Background: an optimization exercise with open tools, aiming at small area, a short achievable clock period and few clock cycles per item. Do not read the settings as production practice. At most, simulation tests tie the RTL to the original design; equivalence was not proved.

==> inputs of 10-20 <==
==> flow/design.v <==
`default_nettype none
module eigen2x2_fx #(
  parameter int WIDTH = 32,
  parameter int FRAC  = 16
) (
  input  logic             clk,
  input  logic             rst,
  input  logic             start,
  input  logic [WIDTH-1:0] a1,
  input  logic [WIDTH-1:0] a2,
  input  logic [WIDTH-1:0] a3,
  input  logic [WIDTH-1:0] a4,
  output logic             busy,
  output logic             done,
  output logic [WIDTH-1:0] v1,
  output logic [WIDTH-1:0] v2,
  output logic             complex,
  output logic             ovf
);
  localparam int CW = 36;    
  logic busy_q, done_q;
  logic p_diff, p_mul1, p_mul, p_abs, p_sqrt, p_f1, p_f2;
  logic [5:0] cnt_q;
  logic [2:0] jt_q;             
  logic s1_acc, s1_s2;          
  logic b2_one, b2_two, b2_neg;
  logic b3_one, b3_two, b3_neg;
  logic corr_q;                 
  logic [1:0] lo3_q;            
  logic n2_q;                   
  logic pend3_q;                
  logic signed [33:0] acc_q;    
  logic               py_q;     
  logic               zr_q;     
  logic signed [34:0] x_q;      
  logic signed [35:0] z_q;      
  logic signed [33:0] w_q;      
  logic signed [32:0] s_q;      
  logic               neg_q;
  localparam int NK = 3;
  logic [NK-1:0] fit;
  for (genvar i = 0; i < NK; i++) begin : g_fit
    localparam int K = 11 + 2*i;
    wire [34-(2*K-1):0] xs = x_q[34:2*K-1];
    wire [33-(2*K-3):0] ws = w_q[33:2*K-3];
    assign fit[i] = ((&xs) | ~(|xs)) & ((&ws) | ~(|ws));
  end
  logic [2:0] jt_d;
  always_comb begin
    jt_d = 3'(NK);
    for (int i = NK-1; i >= 0; i--)
      if (fit[i]) jt_d = 3'(i);
  end
  function automatic logic [5:0] jof(input logic [2:0] t);
    jof = 6'(11 + 2*int'(t));
  endfunction
  logic [1:0]    pair_n;        
  logic          n2;            
  logic [CW-1:0] in1, in2, in3, csa_s, csa_c, cpa;
  logic [CW-1:0] xe, ze, m2, m3;
  assign pair_n = acc_q[31:30] ^ {2{neg_q}};
  assign n2     = n2_q;
  assign xe = CW'(x_q);
  assign ze = CW'(z_q);
  always_comb begin
    in1 = ({CW{s1_acc}} & CW'(acc_q)) | ({CW{s1_s2}} & CW'($signed({s_q, 1'b0})));
    m2  = ({CW{b2_one}} & xe) | ({CW{b2_two}} & {xe[CW-2:0], 1'b0});
    in2 = m2 ^ {CW{n2}};
    if (p_sqrt) in2[1:0] = 2'b11;
    m3  = ({CW{b3_one}} & {ze[CW-3:0], 2'b00}) | ({CW{b3_two}} & {ze[CW-4:0], 3'b000});
    in3 = m3 ^ {{(CW-2){b3_neg}}, 2'b00};
    in3[1:0] = lo3_q;
    csa_s = in1 ^ in2 ^ in3;
    csa_c = {((in1[CW-2:0] & in2[CW-2:0]) | (in1[CW-2:0] & in3[CW-2:0]) |
              (in2[CW-2:0] & in3[CW-2:0])), pend3_q};
  end
  logic [CW-1:0] pg_g [0:6];
  logic [CW-1:0] pg_p [0:6];
  logic [CW-1:0] hs;
  always_comb begin
    hs = csa_s ^ csa_c;
    pg_g[0] = csa_s & csa_c;
    pg_p[0] = hs;
    for (int l = 0; l < 6; l++) begin
      for (int i = 0; i < CW; i++) begin
        if (i >= (1 << l)) begin
          pg_g[l+1][i] = pg_g[l][i] | (pg_p[l][i] & pg_g[l][i - (1 << l)]);
          pg_p[l+1][i] = pg_p[l][i] & pg_p[l][i - (1 << l)];
        end else begin
          pg_g[l+1][i] = pg_g[l][i];
          pg_p[l+1][i] = pg_p[l][i];
        end
      end
    end
    cpa[0] = hs[0];
    for (int i = 1; i < CW; i++) cpa[i] = hs[i] ^ pg_g[6][i-1];
  end
  logic c_d;
  assign c_d = z_q[35] ? (&z_q) : (z_q == 36'(x_q));
  logic [2:0] rem0;
  assign rem0 = {1'b0, pair_n} - 3'd1;
  logic skip;
  assign skip = (p_abs | (p_sqrt & zr_q)) & ~(|(acc_q[31:26] ^ {6{neg_q}}));
  logic acc_start, mul_end, sq_end;
  logic n_diff, n_mul1, n_mul, n_abs, n_sqrt, n_f1, n_f2;
  assign acc_start = ~busy_q & start;
  assign mul_end   = (cnt_q == jof(jt_q));
  assign sq_end    = skip ? (cnt_q >= 6'(2*jof(jt_q) + 6'd14))
                          : (cnt_q >= 6'(2*jof(jt_q) + 6'd16));
  assign n_diff    = acc_start;
  assign n_mul1    = p_diff;
  assign n_mul     = p_mul1 | (p_mul & ~mul_end);
  assign n_abs     = p_mul & mul_end;
  assign n_sqrt    = p_abs | (p_sqrt & ~sq_end);
  assign n_f1      = p_sqrt & sq_end;
  assign n_f2      = p_f1;
  always_ff @(posedge clk or posedge rst) begin
    if (rst) begin
      busy_q <= 1'b0; done_q <= 1'b0;
      p_diff <= 1'b0; p_mul1 <= 1'b0; p_mul <= 1'b0; p_abs <= 1'b0;
      p_sqrt <= 1'b0; p_f1 <= 1'b0; p_f2 <= 1'b0;
    end else begin
      busy_q <= acc_start | (busy_q & ~p_f2);
      done_q <= p_f2;
      p_diff <= n_diff; p_mul1 <= n_mul1; p_mul <= n_mul; p_abs <= n_abs;
      p_sqrt <= n_sqrt; p_f1 <= n_f1; p_f2 <= n_f2;
    end
  end
  logic xo, xv;
  assign xo = x_q[{cnt_q[4:0], 1'b1}];
  assign xv = x_q[{cnt_q[4:0], 1'b0}];
  always_ff @(posedge clk) begin
    s1_acc <= n_diff | n_mul;          
    s1_s2  <= n_abs | n_f1 | (n_f2 & ~neg_q);
    b2_one <= 1'b0; b2_two <= 1'b0; b2_neg <= 1'b0;
    b3_one <= 1'b0; b3_two <= 1'b0; b3_neg <= 1'b0;
    corr_q <= 1'b0;
    if (n_diff) begin
      b2_one <= 1'b1; b2_neg <= 1'b1;
    end
    if (n_mul1) begin    
      b2_one <= cpa[0];
      b2_two <= cpa[1] & ~cpa[0];
      b2_neg <= cpa[1];
      b3_one <= w_q[0];
      b3_two <= w_q[1] & ~w_q[0];
      b3_neg <= w_q[1];
    end
    if (n_mul) begin
      b2_one <= xv ^ py_q;
      b2_two <= (xo & ~xv & ~py_q) | (~xo & xv & py_q);
      b2_neg <= xo & ~(xv & py_q);
      b3_one <= w_q[2] ^ w_q[1];
      b3_two <= (w_q[3] & ~w_q[2] & ~w_q[1]) | (~w_q[3] & w_q[2] & w_q[1]);
      b3_neg <= w_q[3] & ~(w_q[2] & w_q[1]);
    end
    if (n_abs) b2_one <= 1'b1;
    if (n_sqrt) begin
      b2_two <= 1'b1; b2_neg <= 1'b1; b3_one <= 1'b1;
    end
    if (n_f1) b2_one <= ~neg_q;
    if (n_f2) begin
      b2_one <= 1'b1; b2_neg <= ~neg_q; corr_q <= neg_q & c_d;
    end
    pend3_q <= b3_neg;
    n2_q <= 1'b0;
    if (n_diff) n2_q <= 1'b1;
    if (n_mul1) n2_q <= cpa[1];
    if (n_mul)  n2_q <= xo & ~(xv & py_q);
    if (n_sqrt) n2_q <= p_abs ? (|pair_n) : ~cpa[CW-1];
    if (n_f2)   n2_q <= ~neg_q;
    lo3_q <= 2'b00;
    if (n_diff) lo3_q <= 2'b01;
    if (n_mul1) lo3_q <= {1'b0, cpa[1]};
    if (n_mul)  lo3_q <= {1'b0, xo & ~(xv & py_q)};
    if (n_sqrt) lo3_q <= (skip ? acc_q[25:24] : acc_q[29:28]) ^ {2{neg_q}};
    if (n_f2)   lo3_q <= {neg_q & c_d, ~neg_q};
  end
  always_ff @(posedge clk) begin
    if (!busy_q)               acc_q <= 34'($signed(a1));
    else if (p_mul1 | p_mul | p_f2) acc_q <= cpa[35:2];
    else if (skip)             acc_q <= {acc_q[27:0], w_q[33:28]};
    else                       acc_q <= {acc_q[31:0], w_q[33:32]};
    py_q <= p_diff ? cpa[1] : xo;
    if (!busy_q)               x_q <= 35'($signed(a4));
    else if (p_diff)           x_q <= cpa[34:0];
    else if (p_abs)            x_q <= {33'd0, |pair_n, 1'b0};
    else if (p_sqrt)           x_q <= {x_q[33:1], ~cpa[CW-1], 1'b0};
    if (!busy_q)               z_q <= 36'($signed(a2));
    else if (p_abs)            z_q <= 36'($signed(rem0));
    else if (p_sqrt | p_f1)    z_q <= cpa;
    if (!busy_q)               w_q <= 34'($signed(a3));
    else if (p_mul1 | p_mul)   w_q <= {cpa[1:0], w_q[33:2]};
    else if (skip)             w_q <= {w_q[27:0], 6'b00};
    else if (p_abs | p_sqrt)   w_q <= {w_q[31:0], 2'b00};
    if (!busy_q)               s_q <= 33'($signed(a4));
    else if (p_abs)            s_q <= cpa[32:0];
    if (p_mul & mul_end)       neg_q <= cpa[CW-1];
    if (p_mul1) jt_q <= jt_d;
    cnt_q <= p_diff ? 6'd1 : cnt_q + (skip ? 6'd3 : 6'd1);
    zr_q  <= p_abs ? ~(|pair_n) : (zr_q & cpa[CW-1]);
  end
  assign busy    = busy_q;
  assign done    = done_q;
  logic o1, o2;
  assign o1      = ~((&z_q[35:33]) | ~(|z_q[35:33]));
  assign o2      = ~((&acc_q[33:31]) | ~(|acc_q[33:31]));
  assign v1      = o1 ? {z_q[35], {31{~z_q[35]}}} : z_q[33:2];
  assign v2      = o2 ? {acc_q[33], {31{~acc_q[33]}}} : acc_q[31:0];
  assign complex = neg_q;
  assign ovf     = o1 | o2;
endmodule
`default_nettype wire
==> flow/flow/run.sh <==
#!/bin/bash
set -euo pipefail
bash standard.sh "BUFFER_PORTS_ARGS=-buffer_cell sky130_fd_sc_hd__buf_1" SETUP_SLACK_MARGIN=5.6 finish > standard_flow.log 2>&1
==> flow/standard.sh <==
#!/bin/bash
# synth_recipe.tcl (not shown) runs the flow's synth.tcl, then flattens the netlist and writes it again
# the make line also repeats each setting of config.mk as NAME=value (left out here)
make -C /OpenROAD-flow-scripts/flow DESIGN_CONFIG=/design/flow/config.mk WORK_HOME=/design/flow/orfs CLKGATE_MAP_FILE= SYNTH_SCRIPT=/design/flow/synth_recipe.tcl "${@:-finish}"
==> flow/config.mk <==
export PLATFORM = sky130hd
export DESIGN_NAME = eigen2x2_fx
export DESIGN_NICKNAME = eigen2x2_fx
export VERILOG_FILES = /design/flow/design.v
export SDC_FILE = /design/flow/constraint.sdc
export NUM_CORES = 4
export LEC_CHECK = 0
export CAP_MARGIN = 20
export CORE_MARGIN = 2
export CORE_UTILIZATION = 55
export SLEW_MARGIN = 20
==> flow/constraint.sdc <==
create_clock -name core_clock -period 10.0 [get_ports {clk}]
set_input_delay 2.0000 -clock core_clock [delete_from_list [all_inputs] [get_ports {clk}]]
set_output_delay 2.0000 -clock core_clock [all_outputs]
set_load 0.01 [all_outputs]
==> 04-06 (differences from 10-20) <==
--- a/flow/design.v
+++ b/flow/design.v
@@ -38,8 +38,9 @@
   logic signed [32:0] s_q;      
   logic               neg_q;
-  localparam int NK = 3;
+  logic               o1_q;          
+  localparam int NK = 5;
   logic [NK-1:0] fit;
   for (genvar i = 0; i < NK; i++) begin : g_fit
-    localparam int K = 11 + 2*i;
+    localparam int K = 7 + 2*i;
     wire [34-(2*K-1):0] xs = x_q[34:2*K-1];
     wire [33-(2*K-3):0] ws = w_q[33:2*K-3];
@@ -53,5 +54,5 @@
   end
   function automatic logic [5:0] jof(input logic [2:0] t);
-    jof = 6'(11 + 2*int'(t));
+    jof = 6'(7 + 2*int'(t));
   endfunction
   logic [1:0]    pair_n;        
@@ -96,4 +97,6 @@
     for (int i = 1; i < CW; i++) cpa[i] = hs[i] ^ pg_g[6][i-1];
   end
+  logic [33:0] h;
+  assign h     = cpa[CW-1:2];
   logic c_d;
   assign c_d = z_q[35] ? (&z_q) : (z_q == 36'(x_q));
@@ -131,5 +134,5 @@
   assign xv = x_q[{cnt_q[4:0], 1'b0}];
   always_ff @(posedge clk) begin
-    s1_acc <= n_diff | n_mul;          
+    s1_acc <= n_diff | n_mul1 | n_mul;
     s1_s2  <= n_abs | n_f1 | (n_f2 & ~neg_q);
     b2_one <= 1'b0; b2_two <= 1'b0; b2_neg <= 1'b0;
@@ -179,5 +182,6 @@
   always_ff @(posedge clk) begin
     if (!busy_q)               acc_q <= 34'($signed(a1));
-    else if (p_mul1 | p_mul | p_f2) acc_q <= cpa[35:2];
+    else if (p_diff)           acc_q <= '0;
+    else if (p_mul1 | p_mul)   acc_q <= cpa[35:2];
     else if (skip)             acc_q <= {acc_q[27:0], w_q[33:28]};
     else                       acc_q <= {acc_q[31:0], w_q[33:32]};
@@ -189,12 +193,15 @@
     if (!busy_q)               z_q <= 36'($signed(a2));
     else if (p_abs)            z_q <= 36'($signed(rem0));
-    else if (p_sqrt | p_f1)    z_q <= cpa;
+    else if (p_sqrt)           z_q <= cpa;
+    else if (p_f2)             z_q <= cpa;
     if (!busy_q)               w_q <= 34'($signed(a3));
     else if (p_mul1 | p_mul)   w_q <= {cpa[1:0], w_q[33:2]};
     else if (skip)             w_q <= {w_q[27:0], 6'b00};
     else if (p_abs | p_sqrt)   w_q <= {w_q[31:0], 2'b00};
+    else if (p_f1)             w_q <= h;
     if (!busy_q)               s_q <= 33'($signed(a4));
     else if (p_abs)            s_q <= cpa[32:0];
     if (p_mul & mul_end)       neg_q <= cpa[CW-1];
+    o1_q <= ~((&w_q[33:31]) | ~(|w_q[33:31]));
     if (p_mul1) jt_q <= jt_d;
     cnt_q <= p_diff ? 6'd1 : cnt_q + (skip ? 6'd3 : 6'd1);
@@ -203,11 +210,10 @@
   assign busy    = busy_q;
   assign done    = done_q;
-  logic o1, o2;
-  assign o1      = ~((&z_q[35:33]) | ~(|z_q[35:33]));
-  assign o2      = ~((&acc_q[33:31]) | ~(|acc_q[33:31]));
-  assign v1      = o1 ? {z_q[35], {31{~z_q[35]}}} : z_q[33:2];
-  assign v2      = o2 ? {acc_q[33], {31{~acc_q[33]}}} : acc_q[31:0];
+  logic o2;
+  assign o2      = ~((&z_q[35:33]) | ~(|z_q[35:33]));
+  assign v1      = o1_q ? 32'h7fff_ffff : w_q[31:0];
+  assign v2      = o2 ? {~neg_q, {31{neg_q}}} : z_q[33:2];
   assign complex = neg_q;
-  assign ovf     = o1 | o2;
+  assign ovf     = o1_q | o2;
 endmodule
 `default_nettype wire
==> flow/flow/run.sh (replaced) <==
#!/bin/bash
set -euo pipefail
bash standard.sh "BUFFER_PORTS_ARGS=-buffer_cell sky130_fd_sc_hd__buf_1" finish > standard_flow.log 2>&1
CORE_UTILIZATION = 65   (was 55)
SETUP_SLACK_MARGIN = 5   (was not set)
==> comparison <==
Synthesized cell count: 10-20 is smaller than 04-06 (4.1%). Of 10-20 and 04-06, 04-06 has the higher first-iteration DRC count (gap about 35%, measured against 04-06). Between 10-20 and 04-06, the lower clock skew is in 04-06 (gap 0.0070 ns). Of 10-20 and 04-06, 10-20 has the higher hold slack (gap 0.10 ns).
Testbench counts of 10-20, summed over its fixed seeds: cycles 145,962, items 3,200.
The RTL of 04-06 was laid out without a check of its function.

-- afterwards: timing with drivers on the ports --
In the flow no input, the clock included, has a driving cell. The finished layouts below were timed again as built, in two steps. Step 1 (the two cells are an assumption about what drives the block):
set clk [get_ports {clk}]
set_driving_cell -lib_cell sky130_fd_sc_hd__clkbuf_16 $clk
set_driving_cell -lib_cell sky130_fd_sc_hd__buf_2 [delete_from_list [all_inputs] $clk]
Step 2, shift: input delay + t, output delay - t, t = (earliest + latest rising clock arrival at the registers) / 2. This alone moves slack from input paths to output paths. Three values: ideal, step 1, step 2; two values: the first two.
| run | shift t [ns] | slack for setup (ns) | hold WS [ns] | clock arrival spread, ns |
|---|---|---|---|---|
| 10-20 | 0.601 | 5.611 / 5.611 / 5.611 | 0.547 / 0.547 / 0.547 | 0.017 / 0.017 |
| 04-06 | 0.606 | 5.167 / 5.167 / 5.167 | 0.447 / 0.447 / 0.447 | 0.010 / 0.010 |
After both steps every run listed still meets setup and hold.
